Source: an optimization exercise on an open RTL-to-GDS flow (aim: small area and few clock cycles per item). Production flows keep margins and buffers that such runs may drop.
Only simulation tests tie the RTL to the original design; equivalence was not proved.
No activity file was given, so power comes from the tool's default toggle rates.

== run A ==
Design sobel_top, start of the top module:
module sobel_top (
    input  logic       clk,
    input  logic       rst_n,
    input  logic       pix_valid,
    output logic       pix_ready,
    input  logic [7:0] pix,
    output logic       edge_valid,
    input  logic       edge_ready,
    output logic       edge_bit,
    output logic       edge_last       
);
Settings: LEC_CHECK=0, CAP_MARGIN=20, CORE_MARGIN=2, CORE_UTILIZATION=40, CTS_BUF_LIST=sky130_fd_sc_hd__clkbuf_8, CTS_CLUSTER_DIAMETER=60, CTS_CLUSTER_SIZE=18, PLACE_DENSITY=0.6, SLEW_MARGIN=20; clock period 8.0 ns.
standard.sh (not shown) runs the stock make flow with config.mk's settings and CLKGATE_MAP_FILE= SYNTH_SCRIPT=/design/flow/synth_recipe.tcl, a recipe that flattens the netlist after the stock synthesis.
==> flow/flow/run.sh <==
#!/bin/bash
# Own layout flow: the standard layout (standard.sh, unchanged synthesis,
# placement, routing and power grid), with the clock tree built from
# clkbuf_8 sink clusters and without CTS dummy loads. The full make output
# goes to standard.log here; ORFS's per-step logs are under orfs/logs.
set -euo pipefail
export CTS_ARGS="-sink_clustering_enable -repair_clock_nets -sink_clustering_size 18 -sink_clustering_max_diameter 80 -buf_list sky130_fd_sc_hd__clkbuf_8 -dont_use_dummy_load"
bash standard.sh > standard.log 2>&1
Testbench counts of run A, summed over its fixed seeds: cycles 24,856, pixels 24,576.
Input-level comparison between run B and run A:
==> flow/flow/run.sh <==
#!/bin/bash
# Own layout flow: the standard layout (standard.sh, unchanged synthesis,
# placement, routing and power grid), with the clock tree built from
# clkbuf_8 sink clusters and without CTS dummy loads, and port buffers of
# the smallest buffer cell (buf_1). The full make output
# goes to standard.log here; ORFS's per-step logs are under orfs/logs.
set -euo pipefail
export CTS_ARGS="-sink_clustering_enable -repair_clock_nets -sink_clustering_size 18 -sink_clustering_max_diameter 60 -buf_list sky130_fd_sc_hd__clkbuf_8 -dont_use_dummy_load"
export BUFFER_PORTS_ARGS="-buffer_cell sky130_fd_sc_hd__buf_1"
bash standard.sh > standard.log 2>&1
### Flow results
The flow did not stop early for run B: all stages ran, and the layout cleared the timing, design-rule and antenna checks. In run B, the per-cell via count in the routed design came out 0.71% above the value in run A. Changes observed in run B relative to run A: maximum frequency lost 0.82%, global-route track usage on met1 held steady, clock buffer instance count of the final layout rose by about 8%. Run B vs. run A: wire length of the first global-routing pass picked up an extra about 1%, number of antenna violations at the first check in global routing went up, global-route usage neither gained nor lost much.
What run C does differently from run B at the input level:
==> flow/flow/run.sh <==
#!/bin/bash
# Own layout flow: the standard layout (standard.sh, unchanged synthesis,
# placement, routing and power grid), with the clock tree built from
# clkbuf_8 sink clusters and without CTS dummy loads. The full make output
# goes to standard.log here; ORFS's per-step logs are under orfs/logs.
set -euo pipefail
export CTS_ARGS="-sink_clustering_enable -repair_clock_nets -sink_clustering_size 20 -sink_clustering_max_diameter 55 -buf_list sky130_fd_sc_hd__clkbuf_8 -dont_use_dummy_load"
bash standard.sh > standard.log 2>&1
--- outcome ---
- Compared with run B, run C shows a via count that is 38 lower.
- Of run B and run C, run B shows the lower final wirelength, with run C above it.
- Total leakage power: higher on run C
- Compare run B and run C | length in cells of the worst reg-to-reg path lower: run B
- In run C, worst setup timing slack at the placement stage is higher than in run B.
- Run C: final hold slack is 0.033 ns lower than what run B reported.
- Diff run B -> run C: number of non-clock buffers moved up; clock power share moved down.
### run C -> run D
==> flow/run.sh (new file) <==
#!/bin/bash
# synth_recipe.tcl (not shown) runs the flow's synth.tcl, then flattens the netlist and writes it again
# the make line also repeats each setting of config.mk as NAME=value (left out here)
make -C /OpenROAD-flow-scripts/flow DESIGN_CONFIG=/design/flow/config.mk WORK_HOME=/design/flow/orfs CLKGATE_MAP_FILE= SYNTH_SCRIPT=/design/flow/synth_recipe.tcl finish
removed: flow/flow/run.sh
removed: flow/standard.sh
==> comparison <==
Between run C and run D, logic gate share of total power decreased.
Run D falls short of run C in power.
Run D: utilization 0.43 points above run C
Looking at run D and run C, the global-route usage is a wash.
Between run D and run C, the difference in number of endpoints failing setup at the final stage is negligible.
Looking at cell count, run D sits 0.99% above run C.
As far as met1 usage is concerned, run D and run C perform about the same.
Run C -> run D: total wire length flat
Compared with run C, run D shows share of total power in the clock network higher by 2.1 points.


## oak
sobel_top, a different RTL version from the one above (not shown whole).
Size: ~1100 cells after synthesis, ~580 flip-flops, ~16 I/O pins.
==> flow/config.mk <==
export PLATFORM = sky130hd
export DESIGN_NAME = sobel_top
export DESIGN_NICKNAME = sobel_top
export VERILOG_FILES = /design/flow/design.v
export SDC_FILE = /design/flow/constraint.sdc
export NUM_CORES = 4
export LEC_CHECK = 0
export CAP_MARGIN = 20
export CORE_MARGIN = 2
export CORE_UTILIZATION = 40
export CTS_BUF_LIST = sky130_fd_sc_hd__clkbuf_8
export CTS_CLUSTER_DIAMETER = 60
export CTS_CLUSTER_SIZE = 18
export GPL_TIMING_DRIVEN = 0
export PLACE_DENSITY = 0.6
export SLEW_MARGIN = 20
==> flow/constraint.sdc <==
create_clock -name core_clock -period 8.0 [get_ports {clk}]
set_input_delay 1.6000 -clock core_clock [delete_from_list [all_inputs] [get_ports {clk}]]
set_output_delay 1.6000 -clock core_clock [all_outputs]
set_load 0.01 [all_outputs]
run.sh (not shown) runs the stock make flow with config.mk's settings and CLKGATE_MAP_FILE= SYNTH_SCRIPT=/design/flow/synth_recipe.tcl, a recipe that flattens the netlist after the stock synthesis.
Stock flow here: none of the scripts above is used.
Ran to the end and failed final checks on negative setup slack: oak.
Testbench counts of oak, summed over its fixed seeds: cycles 24,856, pixels 24,576.
For pine, these inputs were changed with respect to oak:
Settings: a deleted GPL_TIMING_DRIVEN that had been 0; a change of PLACE_DENSITY from 0.6 to 0.7; a change of CORE_UTILIZATION from 40 to 55.
### Flow results
pine vs. oak: setup slack has increased, number of gates on the worst path with buffers counted has increased, flop and latch count out of synthesis has remained practically unchanged.
Between pine and oak, it is pine whose met3 global-route usage is higher, by 0.64 points.
pine vs oak — maximum clock rate rose 3.6%.
NOTE wire length of the first global-routing pass oak->pine decreased slightly
pine has completed all stages; timing, DRC and antenna checks passed.
| ratio of cells with drive above 1 in the final layout | higher: oak |
Switching part of the total came out lower on pine than on oak.
What pine reported for clock buffer count has to be multiplied by 1.07 to get the figure for oak.
For birch, these inputs were changed with respect to pine:
Settings: changing CORE_UTILIZATION from 55 to 40; changing PLACE_DENSITY from 0.7 to 0.6.
## What came out
- Having completed the whole flow, birch delivered a layout that passed the timing, design-rule and antenna checks.
- On final critical-path share of the clock period, pine and birch are basically level.
- Row first-pass GRT wire length: birch higher / pine lower
- Looking at global-route usage across pine and birch, the one that comes out lower is birch.

-- port drivers added, routing unchanged --
The results above use ideal ports. As a check the final layouts listed here were re-extracted and re-timed, cells and wires unchanged. Step 1, drivers: a clkbuf_16 drives clk and a buf_2 each remaining input, both assumed. Step 2 times the ports against the registers' clock, not the clock port: input delays grow and output delays shrink by t, the midpoint of the rising clock arrivals with the driver on. Three values: no drivers, after step 1, after step 2; two values: the first two.
run	t, ns	slack for setup (ns)	slew at the worst register clock pin (ns)	worst slew at a driven data input, ns	cell pins on the clock port's net
run A	0.596	0.506 / 0.506 / 0.506	0.11 / 0.11	0.03	1
run B	0.564	0.444 / 0.444 / 0.444	0.10 / 0.10	0.07	1
run C	0.579	0.465 / 0.465 / 0.465	0.11 / 0.11	0.03	1
run D	0.622	0.538 / 0.538 / 0.538	0.11 / 0.11	0.03	1
oak	0.598	-0.136 / -0.136 / -0.136	0.11 / 0.11	0.03	1
pine	0.605	0.151 / 0.151 / 0.151	0.11 / 0.11	0.04	1
birch	0.603	0.153 / 0.153 / 0.153	0.11 / 0.11	0.04	1
